Source: an optimization exercise on an open RTL-to-GDS flow (aim: a short achievable clock period and few clock cycles). Production flows keep margins and buffers that such runs may drop.
The RTL was checked by simulation tests, not by an equivalence proof against the original design.
Power and IR drop assume default switching activity.

==> inputs of build 82 <==
==> flow/design.v <==
package cpu_pkg;
    typedef logic [31:0] data_t;
    typedef logic [4:0]  reg_addr_t;
    typedef logic [6:0]  opcode_t;
    localparam opcode_t OPC_OP     = 7'b0110011;
    localparam opcode_t OPC_OPIMM  = 7'b0010011;
    localparam opcode_t OPC_LUI    = 7'b0110111;
    localparam opcode_t OPC_BRANCH = 7'b1100011;
    localparam opcode_t OPC_JAL    = 7'b1101111;
    localparam opcode_t OPC_STORE  = 7'b0100011;
endpackage
module core_top (
    input  logic        clk,
    input  logic        reset_i,
    input  logic        imem_ready_i,
    input  logic [31:0] imem_data_i,
    output logic [31:0] imem_addr_o,
    output logic        commit_valid_o,
    output logic [31:0] commit_pc_o,
    output logic [4:0]  commit_rd_o,
    output logic        commit_reg_write_o,
    output logic [31:0] commit_wdata_o,
    output logic        commit_mem_write_o,
    output logic [31:0] commit_store_addr_o,
    output logic [31:0] commit_store_data_o
);
    localparam int CI = 4;               
    localparam int CN = 1 << CI;         
    localparam int TW = 30 - CI;         
    localparam int PT = 4;               
    logic [29:0] pc_q;                   
    logic [CN-1:0] c_v;
    logic [TW-1:0] c_tag [CN];
    logic [31:0]   c_ins [CN];
    logic [CN-1:0] c_pt;
    logic [29:0]   c_nxt [CN];
    logic        d_v;
    logic        d_mem;                  
    logic [CN-1:0] d_hv;                 
    logic        d_cf;                   
    logic [29:0] d_pc;
    logic [29:0] d_pc1;
    logic [31:0] d_ins;
    logic        d_fpt;                  
    logic [29:0] d_tj, d_tb;             
    logic        e_v;
    logic [29:0] e_pc;
    logic [31:0] e_a;                    
    logic [31:0] e_b;                    
    logic [31:0] e_bx;                   
    logic [31:0] e_s;                    
    logic        e_sub, e_add, e_and, e_or, e_xor, e_slt;
    logic [4:0]  e_rd;
    logic        e_rw;
    logic        e_mw;
    logic        e_br;
    logic        e_bne;
    logic        e_pred;
    logic [29:0] e_pc1;                  
    logic [29:0] e_offb;                 
    logic        m_q;
    logic [29:0] m_pc;
    logic        m_nc;                   
    logic        e_bad;                  
    logic        w_v;
    logic [29:0] w_pc;
    logic [4:0]  w_rd;
    logic        w_rw;
    logic [31:0] w_res;                  
    logic        w_mw;
    logic [31:0] w_sd;
    logic        k_v;
    logic [29:0] k_pc;
    logic [4:0]  k_rd;
    logic        k_rw;
    logic [31:0] k_res;
    logic        k_mw;
    logic [31:0] k_sd;
    logic [31:0] regs [32];
    logic [31:0] r_ok;
    logic [CN-1:0] f_hv;
    logic          f_hit;
    logic          f_nc;                 
    logic [31:0]   f_cins;
    logic [31:0]   f_ins;
    logic          f_pt;
    logic [29:0]   f_cnxt;
    logic [29:0]   f_pc1;
    logic [29:0]   m_offj, m_offb;
    always_comb begin
        f_cins = '0;
        f_cnxt = '0;
        for (int i = 0; i < CN; i++) begin
            f_hv[i] = c_v[i] && !f_nc && (pc_q[CI-1:0] == CI'(i)) &&
                      (c_tag[i][PT-1:0] == pc_q[CI+PT-1:CI]);
            f_cins  = f_cins | ({32{f_hv[i]}} & c_ins[i]);
            f_cnxt  = f_cnxt | ({30{f_hv[i]}} & c_nxt[i]);
        end
    end
    assign f_hit = |f_hv;
    assign f_pt  = |(f_hv & c_pt);
    assign f_ins = f_hit ? f_cins : imem_data_i;
    assign f_pc1 = pc_q + 30'd1;
    assign m_offj = {{12{imem_data_i[31]}}, imem_data_i[19:12], imem_data_i[20], imem_data_i[30:22]};
    assign m_offb = {{20{imem_data_i[31]}}, imem_data_i[7], imem_data_i[30:25], imem_data_i[11:9]};
    assign imem_addr_o = {2'b00, pc_q};
    logic [6:0]  opc;
    logic [2:0]  f3;
    logic [6:0]  f7;
    logic [4:0]  rs1, rs2, rd;
    logic        is_op, is_addi, is_lui, is_br, is_jal, is_sw, legal;
    logic        op_add, op_sub, op_and, op_or, op_xor, op_slt;
    logic [31:0] imm_i, imm_s, imm_u;
    logic [29:0] off_b;
    logic [29:0] d_tgt;
    logic        d_pred;
    logic        d_go;
    logic        d_redir;
    logic [31:0] rs1_oh, rs2_oh;
    logic [31:0] rf1, rf2;
    logic        d_rw;
    assign opc = d_ins[6:0];
    assign f3  = d_ins[14:12];
    assign f7  = d_ins[31:25];
    assign rs1 = d_ins[19:15];
    assign rs2 = d_ins[24:20];
    assign rd  = d_ins[11:7];
    assign op_add = (f7 == 7'b0000000) && (f3 == 3'b000);
    assign op_sub = (f7 == 7'b0100000) && (f3 == 3'b000);
    assign op_and = (f7 == 7'b0000000) && (f3 == 3'b111);
    assign op_or  = (f7 == 7'b0000000) && (f3 == 3'b110);
    assign op_xor = (f7 == 7'b0000000) && (f3 == 3'b100);
    assign op_slt = (f7 == 7'b0000000) && (f3 == 3'b010);
    assign is_op   = (opc == cpu_pkg::OPC_OP) &&
                     (op_add || op_sub || op_and || op_or || op_xor || op_slt);
    assign is_addi = (opc == cpu_pkg::OPC_OPIMM) && (f3 == 3'b000);
    assign is_lui  = (opc == cpu_pkg::OPC_LUI);
    assign is_br   = (opc == cpu_pkg::OPC_BRANCH) && (f3[2:1] == 2'b00);
    assign is_jal  = (opc == cpu_pkg::OPC_JAL);
    assign is_sw   = (opc == cpu_pkg::OPC_STORE) && (f3 == 3'b010);
    assign legal   = is_op || is_addi || is_lui || is_br || is_jal || is_sw;
    assign imm_i = {{20{d_ins[31]}}, d_ins[31:20]};
    assign imm_s = {{20{d_ins[31]}}, d_ins[31:25], d_ins[11:7]};
    assign imm_u = {d_ins[31:12], 12'b0};
    assign off_b  = {{20{d_ins[31]}}, d_ins[7], d_ins[30:25], d_ins[11:9]};
    assign d_tgt  = d_ins[3] ? d_tj : d_tb;
    assign d_pred = is_jal || (is_br && d_ins[31]);
    assign d_go     = d_v && !m_q;
    assign d_redir  = d_go && d_pred && !d_fpt;
    logic d_bad;
    always_comb begin
        d_bad = d_cf;
        for (int i = 0; i < CN; i++) begin
            d_bad = d_bad | (d_hv[i] && (c_tag[i][TW-1:PT] != d_pc[29:CI+PT]));
        end
    end
    always_comb begin
        for (int i = 0; i < 32; i++) begin
            rs1_oh[i] = (i != 0) && (rs1 == 5'(i));
            rs2_oh[i] = (i != 0) && (rs2 == 5'(i));
        end
        rf1 = '0;
        rf2 = '0;
        for (int i = 1; i < 32; i++) begin
            rf1 = rf1 | ({32{rs1_oh[i] && r_ok[i]}} & regs[i]);
            rf2 = rf2 | ({32{rs2_oh[i] && r_ok[i]}} & regs[i]);
        end
    end
    logic byp1, byp2;
    assign byp1 = w_rw && w_rd == rs1;
    assign byp2 = w_rw && w_rd == rs2;
    assign d_rw = (is_op || is_addi || is_lui || is_jal) && (rd != 5'd0);
    logic        fw1, fw2, fwb, sub_n;
    logic        a_rf, b_rf;
    logic [31:0] a_o, b_o, a_n, b_n, s_n;
    assign fw1   = !is_lui && !is_jal && e_rw && (e_rd == rs1);
    assign fw2   = e_rw && (e_rd == rs2);
    assign fwb   = is_op && fw2;
    assign sub_n = is_op && (op_sub || op_slt);
    assign a_rf  = !is_lui && !is_jal && !byp1;
    assign a_o   = is_jal ? {d_pc1, 2'b00} : ((!is_lui && byp1) ? w_res : 32'd0);
    assign a_n   = fw1 ? res : (a_rf ? rf1 : a_o);
    assign b_rf  = is_op && !byp2;
    assign b_o   = is_op ? w_res :
                   (is_jal ? 32'd0 : (is_lui ? imm_u : (is_sw ? imm_s : imm_i)));
    assign b_n   = fwb ? res : (b_rf ? rf2 : b_o);
    assign s_n   = fw2 ? res : (byp2 ? w_res : rf2);
    logic        e_ok;
    logic [31:0] a, b, s, sum, res;
    logic        eq, taken, lt;
    logic        e_mis;
    assign e_ok = !m_q && !e_bad;
    assign a   = e_a;
    assign b   = e_b;
    assign s   = e_s;
    assign sum = a + e_bx + {31'b0, e_sub};
    assign lt  = (a[31] ^ b[31]) ? a[31] : sum[31];
    assign res = ({32{e_add}} & sum)
               | ({32{e_and}} & (a & b))
               | ({32{e_or}}  & (a | b))
               | ({32{e_xor}} & (a ^ b))
               | {31'b0, e_slt & lt};
    assign eq    = (a == s);
    assign taken = eq ^ e_bne;
    assign e_mis = e_ok && e_br && (taken != e_pred);
    logic        p_early;
    logic [29:0] p_val;
    assign p_early = reset_i || m_q || d_redir;
    always_comb begin
        if (reset_i)           p_val = '0;
        else if (m_q)          p_val = m_pc;
        else if (d_redir)      p_val = d_tgt;
        else if (f_hit)        p_val = '0;
        else if (imem_ready_i) p_val = f_pc1;
        else                   p_val = pc_q;
    end
    always_ff @(posedge clk) begin
        pc_q <= p_val | ({30{!p_early}} & f_cnxt);
    end
    always_ff @(posedge clk) begin
        if (reset_i) begin
            c_v <= '0;
        end else if (d_v && d_mem) begin
            c_v[d_pc[CI-1:0]] <= 1'b1;
        end
    end
    always_ff @(posedge clk) begin
        if (d_v && d_mem) begin
            c_tag[d_pc[CI-1:0]] <= d_pc[29:CI];
            c_ins[d_pc[CI-1:0]] <= d_ins;
            c_pt[d_pc[CI-1:0]]  <= d_pred;
            c_nxt[d_pc[CI-1:0]] <= d_pred ? d_tgt : d_pc1;
        end
    end
    always_ff @(posedge clk) begin
        if (reset_i || m_q || d_redir) begin
            d_v <= 1'b0;
        end else begin
            d_v <= f_hit || imem_ready_i;
        end
        d_mem <= !f_hit;
        d_hv  <= f_hv;
        d_cf  <= d_v && d_mem && (d_pc[CI-1:0] == pc_q[CI-1:0]);
        d_pc  <= pc_q;
        d_pc1 <= f_pc1;
        d_ins <= f_ins;
        d_fpt <= f_pt;
        d_tj  <= pc_q + m_offj;
        d_tb  <= pc_q + m_offb;
    end
    always_ff @(posedge clk) begin
        if (reset_i) begin
            e_v   <= 1'b0;
            e_bad <= 1'b0;
            e_rw <= 1'b0;
            e_mw <= 1'b0;
            e_br <= 1'b0;
        end else begin
            e_v   <= d_go && legal;
            e_bad <= d_go && !d_mem && d_bad;
            e_rw <= d_go && d_rw;
            e_mw <= d_go && is_sw;
            e_br <= d_go && is_br;
        end
        e_pc   <= d_pc;
        e_a    <= a_n;
        e_b    <= b_n;
        e_bx   <= b_n ^ {32{sub_n}};
        e_s    <= s_n;
        e_sub  <= sub_n;
        e_add  <= !(is_op && (op_and || op_or || op_xor || op_slt));
        e_and  <= is_op && op_and;
        e_or   <= is_op && op_or;
        e_xor  <= is_op && op_xor;
        e_slt  <= is_op && op_slt;
        e_rd   <= rd;
        e_bne  <= f3[0];
        e_pred <= d_pred;
        e_pc1  <= d_pc1;
        e_offb <= off_b;
    end
    always_ff @(posedge clk) begin
        if (reset_i) begin
            f_nc <= 1'b0;
        end else if (m_q && m_nc) begin
            f_nc <= 1'b1;
        end else if (imem_ready_i) begin
            f_nc <= 1'b0;
        end
    end
    always_ff @(posedge clk) begin
        if (reset_i) begin
            m_q <= 1'b0;
        end else begin
            m_q <= e_mis || (e_bad && !m_q);
        end
        m_pc <= e_bad ? e_pc : (e_pred ? e_pc1 : e_pc + e_offb);
        m_nc <= e_bad;
    end
    always_ff @(posedge clk) begin
        if (reset_i) begin
            w_v  <= 1'b0;
            w_rw <= 1'b0;
            w_mw <= 1'b0;
        end else begin
            w_v  <= e_v && e_ok;
            w_rw <= e_rw && e_ok;
            w_mw <= e_mw && e_ok;
        end
        w_pc  <= e_pc;
        w_rd  <= e_rd;
        w_res <= res;
        w_sd  <= s;
    end
    always_ff @(posedge clk) begin
        for (int i = 1; i < 32; i++) begin
            if (w_rw && w_rd == 5'(i)) begin
                regs[i] <= w_res;
            end
        end
    end
    always_ff @(posedge clk) begin
        if (reset_i) begin
            r_ok <= '0;
        end else begin
            for (int i = 1; i < 32; i++) begin
                if (w_rw && w_rd == 5'(i)) r_ok[i] <= 1'b1;
            end
        end
    end
    always_ff @(posedge clk) begin
        if (reset_i) begin
            k_v  <= 1'b0;
            k_rw <= 1'b0;
            k_mw <= 1'b0;
        end else begin
            k_v  <= w_v;
            k_rw <= w_rw;
            k_mw <= w_mw;
        end
        k_pc  <= w_pc;
        k_rd  <= w_rd;
        k_res <= w_res;
        k_sd  <= w_sd;
    end
    assign commit_valid_o      = k_v;
    assign commit_pc_o         = {k_pc, 2'b00};
    assign commit_rd_o         = k_rd;
    assign commit_reg_write_o  = k_rw;
    assign commit_wdata_o      = k_res;
    assign commit_mem_write_o  = k_mw;
    assign commit_store_addr_o = k_res;
    assign commit_store_data_o = k_sd;
endmodule
module rv32i_core (
    input  logic        clk,
    input  logic        reset_i,
    input  logic        imem_ready_i,
    input  logic [31:0] imem_data_i,
    output logic [31:0] imem_addr_o,
    output logic        commit_valid_o,
    output logic [31:0] commit_pc_o,
    output logic [4:0]  commit_rd_o,
    output logic        commit_reg_write_o,
    output logic [31:0] commit_wdata_o,
    output logic        commit_mem_write_o,
    output logic [31:0] commit_store_addr_o,
    output logic [31:0] commit_store_data_o
);
    core_top u_core (
        .clk                 (clk),
        .reset_i             (reset_i),
        .imem_ready_i        (imem_ready_i),
        .imem_data_i         (imem_data_i),
        .imem_addr_o         (imem_addr_o),
        .commit_valid_o      (commit_valid_o),
        .commit_pc_o         (commit_pc_o),
        .commit_rd_o         (commit_rd_o),
        .commit_reg_write_o  (commit_reg_write_o),
        .commit_wdata_o      (commit_wdata_o),
        .commit_mem_write_o  (commit_mem_write_o),
        .commit_store_addr_o (commit_store_addr_o),
        .commit_store_data_o (commit_store_data_o)
    );
endmodule
==> flow/run.sh <==
#!/bin/bash
# synth_recipe.tcl (not shown) runs the flow's synth.tcl, then flattens the netlist and writes it again
# the make line also repeats each setting of config.mk as NAME=value (left out here)
make -C /OpenROAD-flow-scripts/flow DESIGN_CONFIG=/design/flow/config.mk WORK_HOME=/design/flow/orfs CLKGATE_MAP_FILE= SYNTH_SCRIPT=/design/flow/synth_recipe.tcl finish
==> flow/config.mk <==
export PLATFORM = sky130hd
export DESIGN_NAME = rv32i_core
export DESIGN_NICKNAME = rv32i_core
export VERILOG_FILES = /design/flow/design.v
export SDC_FILE = /design/flow/constraint.sdc
export NUM_CORES = 4
export LEC_CHECK = 0
export ABC_CLOCK_PERIOD_IN_PS = 2500
export CAP_MARGIN = 20
export CELL_PAD_IN_SITES_DETAIL_PLACEMENT = 1
export CELL_PAD_IN_SITES_GLOBAL_PLACEMENT = 1
export CORE_MARGIN = 2
export CORE_UTILIZATION = 40
export PLACE_DENSITY = 0.5
export SETUP_SLACK_MARGIN = 5
export SLEW_MARGIN = 20
==> flow/constraint.sdc <==
create_clock -name core_clock -period 8.0 [get_ports {clk}]
set_input_delay 1.6000 -clock core_clock [delete_from_list [all_inputs] [get_ports {clk}]]
set_output_delay 1.6000 -clock core_clock [all_outputs]
set_load 0.01 [all_outputs]
==> trial 71: changes against build 82 <==
--- a/flow/design.v
+++ b/flow/design.v
@@ -30,2 +30,7 @@
     localparam int PT = 4;               
+    function automatic logic [31:0] reg_oh(input logic [4:0] r);
+        for (int i = 0; i < 32; i++) begin
+            reg_oh[i] = (i != 0) && (r == 5'(i));
+        end
+    endfunction
     logic [29:0] pc_q;                   
@@ -36,2 +41,4 @@
     logic [29:0]   c_nxt [CN];
+    logic [31:0]   c_r1  [CN];           
+    logic [31:0]   c_r2  [CN];
     logic        d_v;
@@ -43,2 +50,3 @@
     logic [31:0] d_ins;
+    logic [31:0] d_r1, d_r2;             
     logic        d_fpt;                  
@@ -83,3 +91,3 @@
     logic          f_nc;                 
-    logic [31:0]   f_cins;
+    logic [31:0]   f_cins, f_cr1, f_cr2;
     logic [31:0]   f_ins;
@@ -91,2 +99,4 @@
         f_cins = '0;
+        f_cr1  = '0;
+        f_cr2  = '0;
         f_cnxt = '0;
@@ -96,2 +106,4 @@
             f_cins  = f_cins | ({32{f_hv[i]}} & c_ins[i]);
+            f_cr1   = f_cr1  | ({32{f_hv[i]}} & c_r1[i]);
+            f_cr2   = f_cr2  | ({32{f_hv[i]}} & c_r2[i]);
             f_cnxt  = f_cnxt | ({30{f_hv[i]}} & c_nxt[i]);
@@ -119,3 +131,3 @@
     logic [31:0] rs1_oh, rs2_oh;
-    logic [31:0] rf1, rf2;
+    logic [31:0] rf1, rf2, rv1, rv2;
     logic        d_rw;
@@ -158,4 +170,4 @@
         for (int i = 0; i < 32; i++) begin
-            rs1_oh[i] = (i != 0) && (rs1 == 5'(i));
-            rs2_oh[i] = (i != 0) && (rs2 == 5'(i));
+            rs1_oh[i] = d_r1[i];
+            rs2_oh[i] = d_r2[i];
         end
@@ -168,21 +180,12 @@
     end
-    logic byp1, byp2;
-    assign byp1 = w_rw && w_rd == rs1;
-    assign byp2 = w_rw && w_rd == rs2;
+    assign rv1 = (w_rw && w_rd == rs1) ? w_res : rf1;
+    assign rv2 = (w_rw && w_rd == rs2) ? w_res : rf2;
     assign d_rw = (is_op || is_addi || is_lui || is_jal) && (rd != 5'd0);
-    logic        fw1, fw2, fwb, sub_n;
-    logic        a_rf, b_rf;
-    logic [31:0] a_o, b_o, a_n, b_n, s_n;
+    logic        fw1, fw2, sub_n;
+    logic [31:0] opb;
     assign fw1   = !is_lui && !is_jal && e_rw && (e_rd == rs1);
     assign fw2   = e_rw && (e_rd == rs2);
-    assign fwb   = is_op && fw2;
     assign sub_n = is_op && (op_sub || op_slt);
-    assign a_rf  = !is_lui && !is_jal && !byp1;
-    assign a_o   = is_jal ? {d_pc1, 2'b00} : ((!is_lui && byp1) ? w_res : 32'd0);
-    assign a_n   = fw1 ? res : (a_rf ? rf1 : a_o);
-    assign b_rf  = is_op && !byp2;
-    assign b_o   = is_op ? w_res :
+    assign opb   = is_op ? (fw2 ? res : rv2) :
                    (is_jal ? 32'd0 : (is_lui ? imm_u : (is_sw ? imm_s : imm_i)));
-    assign b_n   = fwb ? res : (b_rf ? rf2 : b_o);
-    assign s_n   = fw2 ? res : (byp2 ? w_res : rf2);
     logic        e_ok;
@@ -232,2 +235,4 @@
             c_nxt[d_pc[CI-1:0]] <= d_pred ? d_tgt : d_pc1;
+            c_r1[d_pc[CI-1:0]]  <= d_r1;
+            c_r2[d_pc[CI-1:0]]  <= d_r2;
         end
@@ -246,2 +251,9 @@
         d_ins <= f_ins;
+        if (f_hit) begin
+            d_r1 <= f_cr1;
+            d_r2 <= f_cr2;
+        end else begin
+            d_r1 <= reg_oh(imem_data_i[19:15]);
+            d_r2 <= reg_oh(imem_data_i[24:20]);
+        end
         d_fpt <= f_pt;
@@ -265,6 +277,6 @@
         e_pc   <= d_pc;
-        e_a    <= a_n;
-        e_b    <= b_n;
-        e_bx   <= b_n ^ {32{sub_n}};
-        e_s    <= s_n;
+        e_a    <= fw1 ? res : (is_jal ? {d_pc1, 2'b00} : (is_lui ? 32'd0 : rv1));
+        e_b    <= opb;
+        e_bx   <= opb ^ {32{sub_n}};
+        e_s    <= fw2 ? res : rv2;
         e_sub  <= sub_n;
==> build 19: changes against build 82 <==
--- a/flow/design.v
+++ b/flow/design.v
@@ -58,4 +58,3 @@
     logic        e_pred;
-    logic [29:0] e_pc1;                  
-    logic [29:0] e_offb;                 
+    logic [29:0] e_alt;                  
     logic        m_q;
@@ -114,2 +113,3 @@
     logic [29:0] off_b;
+    logic [29:0] d_tgtb;
     logic [29:0] d_tgt;
@@ -119,3 +119,3 @@
     logic [31:0] rs1_oh, rs2_oh;
-    logic [31:0] rf1, rf2;
+    logic [31:0] rf1, rf2, rv1, rv2;
     logic        d_rw;
@@ -145,2 +145,3 @@
     assign off_b  = {{20{d_ins[31]}}, d_ins[7], d_ins[30:25], d_ins[11:9]};
+    assign d_tgtb = d_pc + off_b;
     assign d_tgt  = d_ins[3] ? d_tj : d_tb;
@@ -168,21 +169,12 @@
     end
-    logic byp1, byp2;
-    assign byp1 = w_rw && w_rd == rs1;
-    assign byp2 = w_rw && w_rd == rs2;
+    assign rv1 = (w_rw && w_rd == rs1) ? w_res : rf1;
+    assign rv2 = (w_rw && w_rd == rs2) ? w_res : rf2;
     assign d_rw = (is_op || is_addi || is_lui || is_jal) && (rd != 5'd0);
-    logic        fw1, fw2, fwb, sub_n;
-    logic        a_rf, b_rf;
-    logic [31:0] a_o, b_o, a_n, b_n, s_n;
+    logic        fw1, fw2, sub_n;
+    logic [31:0] opb;
     assign fw1   = !is_lui && !is_jal && e_rw && (e_rd == rs1);
     assign fw2   = e_rw && (e_rd == rs2);
-    assign fwb   = is_op && fw2;
     assign sub_n = is_op && (op_sub || op_slt);
-    assign a_rf  = !is_lui && !is_jal && !byp1;
-    assign a_o   = is_jal ? {d_pc1, 2'b00} : ((!is_lui && byp1) ? w_res : 32'd0);
-    assign a_n   = fw1 ? res : (a_rf ? rf1 : a_o);
-    assign b_rf  = is_op && !byp2;
-    assign b_o   = is_op ? w_res :
+    assign opb   = is_op ? (fw2 ? res : rv2) :
                    (is_jal ? 32'd0 : (is_lui ? imm_u : (is_sw ? imm_s : imm_i)));
-    assign b_n   = fwb ? res : (b_rf ? rf2 : b_o);
-    assign s_n   = fw2 ? res : (byp2 ? w_res : rf2);
     logic        e_ok;
@@ -205,15 +197,14 @@
     assign e_mis = e_ok && e_br && (taken != e_pred);
-    logic        p_early;
-    logic [29:0] p_val;
-    assign p_early = reset_i || m_q || d_redir;
-    always_comb begin
-        if (reset_i)           p_val = '0;
-        else if (m_q)          p_val = m_pc;
-        else if (d_redir)      p_val = d_tgt;
-        else if (f_hit)        p_val = '0;
-        else if (imem_ready_i) p_val = f_pc1;
-        else                   p_val = pc_q;
-    end
     always_ff @(posedge clk) begin
-        pc_q <= p_val | ({30{!p_early}} & f_cnxt);
+        if (reset_i) begin
+            pc_q <= '0;
+        end else if (m_q) begin
+            pc_q <= m_pc;
+        end else if (d_redir) begin
+            pc_q <= d_tgt;
+        end else if (f_hit) begin
+            pc_q <= f_cnxt;
+        end else if (imem_ready_i) begin
+            pc_q <= f_pc1;
+        end
     end
@@ -265,6 +256,6 @@
         e_pc   <= d_pc;
-        e_a    <= a_n;
-        e_b    <= b_n;
-        e_bx   <= b_n ^ {32{sub_n}};
-        e_s    <= s_n;
+        e_a    <= fw1 ? res : (is_jal ? {d_pc1, 2'b00} : (is_lui ? 32'd0 : rv1));
+        e_b    <= opb;
+        e_bx   <= opb ^ {32{sub_n}};
+        e_s    <= fw2 ? res : rv2;
         e_sub  <= sub_n;
@@ -278,4 +269,3 @@
         e_pred <= d_pred;
-        e_pc1  <= d_pc1;
-        e_offb <= off_b;
+        e_alt  <= d_pred ? d_pc1 : d_tgtb;
     end
@@ -296,3 +286,3 @@
         end
-        m_pc <= e_bad ? e_pc : (e_pred ? e_pc1 : e_pc + e_offb);
+        m_pc <= e_bad ? e_pc : e_alt;
         m_nc <= e_bad;
==> build 2: changes against build 82 <==
--- a/flow/design.v
+++ b/flow/design.v
@@ -119,3 +119,3 @@
     logic [31:0] rs1_oh, rs2_oh;
-    logic [31:0] rf1, rf2;
+    logic [31:0] rf1, rf2, rv1, rv2;
     logic        d_rw;
@@ -168,21 +168,12 @@
     end
-    logic byp1, byp2;
-    assign byp1 = w_rw && w_rd == rs1;
-    assign byp2 = w_rw && w_rd == rs2;
+    assign rv1 = (w_rw && w_rd == rs1) ? w_res : rf1;
+    assign rv2 = (w_rw && w_rd == rs2) ? w_res : rf2;
     assign d_rw = (is_op || is_addi || is_lui || is_jal) && (rd != 5'd0);
-    logic        fw1, fw2, fwb, sub_n;
-    logic        a_rf, b_rf;
-    logic [31:0] a_o, b_o, a_n, b_n, s_n;
+    logic        fw1, fw2, sub_n;
+    logic [31:0] opb;
     assign fw1   = !is_lui && !is_jal && e_rw && (e_rd == rs1);
     assign fw2   = e_rw && (e_rd == rs2);
-    assign fwb   = is_op && fw2;
     assign sub_n = is_op && (op_sub || op_slt);
-    assign a_rf  = !is_lui && !is_jal && !byp1;
-    assign a_o   = is_jal ? {d_pc1, 2'b00} : ((!is_lui && byp1) ? w_res : 32'd0);
-    assign a_n   = fw1 ? res : (a_rf ? rf1 : a_o);
-    assign b_rf  = is_op && !byp2;
-    assign b_o   = is_op ? w_res :
+    assign opb   = is_op ? (fw2 ? res : rv2) :
                    (is_jal ? 32'd0 : (is_lui ? imm_u : (is_sw ? imm_s : imm_i)));
-    assign b_n   = fwb ? res : (b_rf ? rf2 : b_o);
-    assign s_n   = fw2 ? res : (byp2 ? w_res : rf2);
     logic        e_ok;
@@ -265,6 +256,6 @@
         e_pc   <= d_pc;
-        e_a    <= a_n;
-        e_b    <= b_n;
-        e_bx   <= b_n ^ {32{sub_n}};
-        e_s    <= s_n;
+        e_a    <= fw1 ? res : (is_jal ? {d_pc1, 2'b00} : (is_lui ? 32'd0 : rv1));
+        e_b    <= opb;
+        e_bx   <= opb ^ {32{sub_n}};
+        e_s    <= fw2 ? res : rv2;
         e_sub  <= sub_n;
==> notes <==
In build 2 the utilization is higher than in build 19, by 0.12 points.
Critical path depth: build 19 < build 2 < build 82 < trial 71.
Against trial 71, the maximum frequency of build 82 is smaller by about 1.3%.
Against build 19, the clock skew of trial 71 is higher by 0.0079 ns.
Between build 19 and build 2, the lower register-to-register slack is in build 19 (gap 0.08 ns).
Global-route usage, lowest first: trial 71, build 19, build 2, build 82.
==> figures <==
| item | build 2 | build 82 | build 19 | trial 71 |
|---|---|---|---|---|
| Filler cell count | 28.66k | 28.80k | 29.05k | 37.14k |
| Cell mode on critical path | buf_12 | buf_12 | - | buf_12 |
| Vias post-DR | 95.32k | 97.94k | 96.79k | 115.1k |
| Area share of and/or/nand/nor cells after synthesis | 0.05859 | 0.06607 | 0.06450 | 0.05433 |
| Share of cell area taken by muxes after synthesis | 0.004957 | 0.006960 | 0.008307 | 0.005354 |
| Number of buffer and inverter instances along the worst setup path | 2 | 4 | 0 | 7 |
| Layout clock area frac | 0.07111 | 0.06968 | 0.07005 | 0.07457 |
| Final Cycle Share | 0.4272 | 0.4358 | 0.4372 | 0.4302 |
| Number of post-CTS setup repair buffers | 548 | 626 | 616 | 417 |
| Flip-flop and latch area | 86980 sq um | 86960 sq um | 86790 sq um | 118200 sq um |
| Cell count after placement | 12.54k | 12.65k | 12.65k | 15.55k |
| Part of the power in the clock network | 0.462 | 0.460 | 0.458 | 0.461 |
| Result of the run | finished clean | finished clean | finished clean | finished clean |
| Number of multi-input logic gates | 4663 | 4806 | 4781 | 5446 |
Testbench counts of build 82, summed over its fixed seeds: cycles 41,637.
Testbench counts of trial 71, summed over its fixed seeds: cycles 41,637.
Testbench counts of build 19, summed over its fixed seeds: cycles 41,637.
Testbench counts of build 2, summed over its fixed seeds: cycles 41,637.

re-timing with driven ports:
How much do the figures lean on ideal ports? The routed layouts below were timed once more, with nothing changed but the port constraints.
Step 1 assumes that a clkbuf_16 drives the clock port and a buf_2 every other input.
Step 2 also shifts input and output timing later by t, the mid clock arrival at the registers, as if the neighbouring blocks saw the same clock.
Slacks: no drivers / after step 1 / after step 2; pairs: no drivers / after step 1.
run | t, ns | setup slack, ns | worst setup path after step 2 | worst register clock-pin slew, ns | pins driven straight from the clock port
build 82 | 1.051 | 4.513 / 4.513 / 3.870 | input to register | 0.07 / 0.07 | 1
trial 71 | 1.144 | 4.558 / 4.501 / 3.805 | input to register | 0.07 / 0.07 | 1
build 19 | 1.097 | 4.502 / 4.502 / 3.851 | input to register | 0.08 / 0.08 | 1
build 2 | 1.055 | 4.582 / 4.582 / 3.822 | input to register | 0.08 / 0.08 | 1
After both steps setup and hold are still met in every run listed. The setup slack of build 2, which loses most, moves by 0.000 ns with the drivers and by -0.760 ns with both steps.
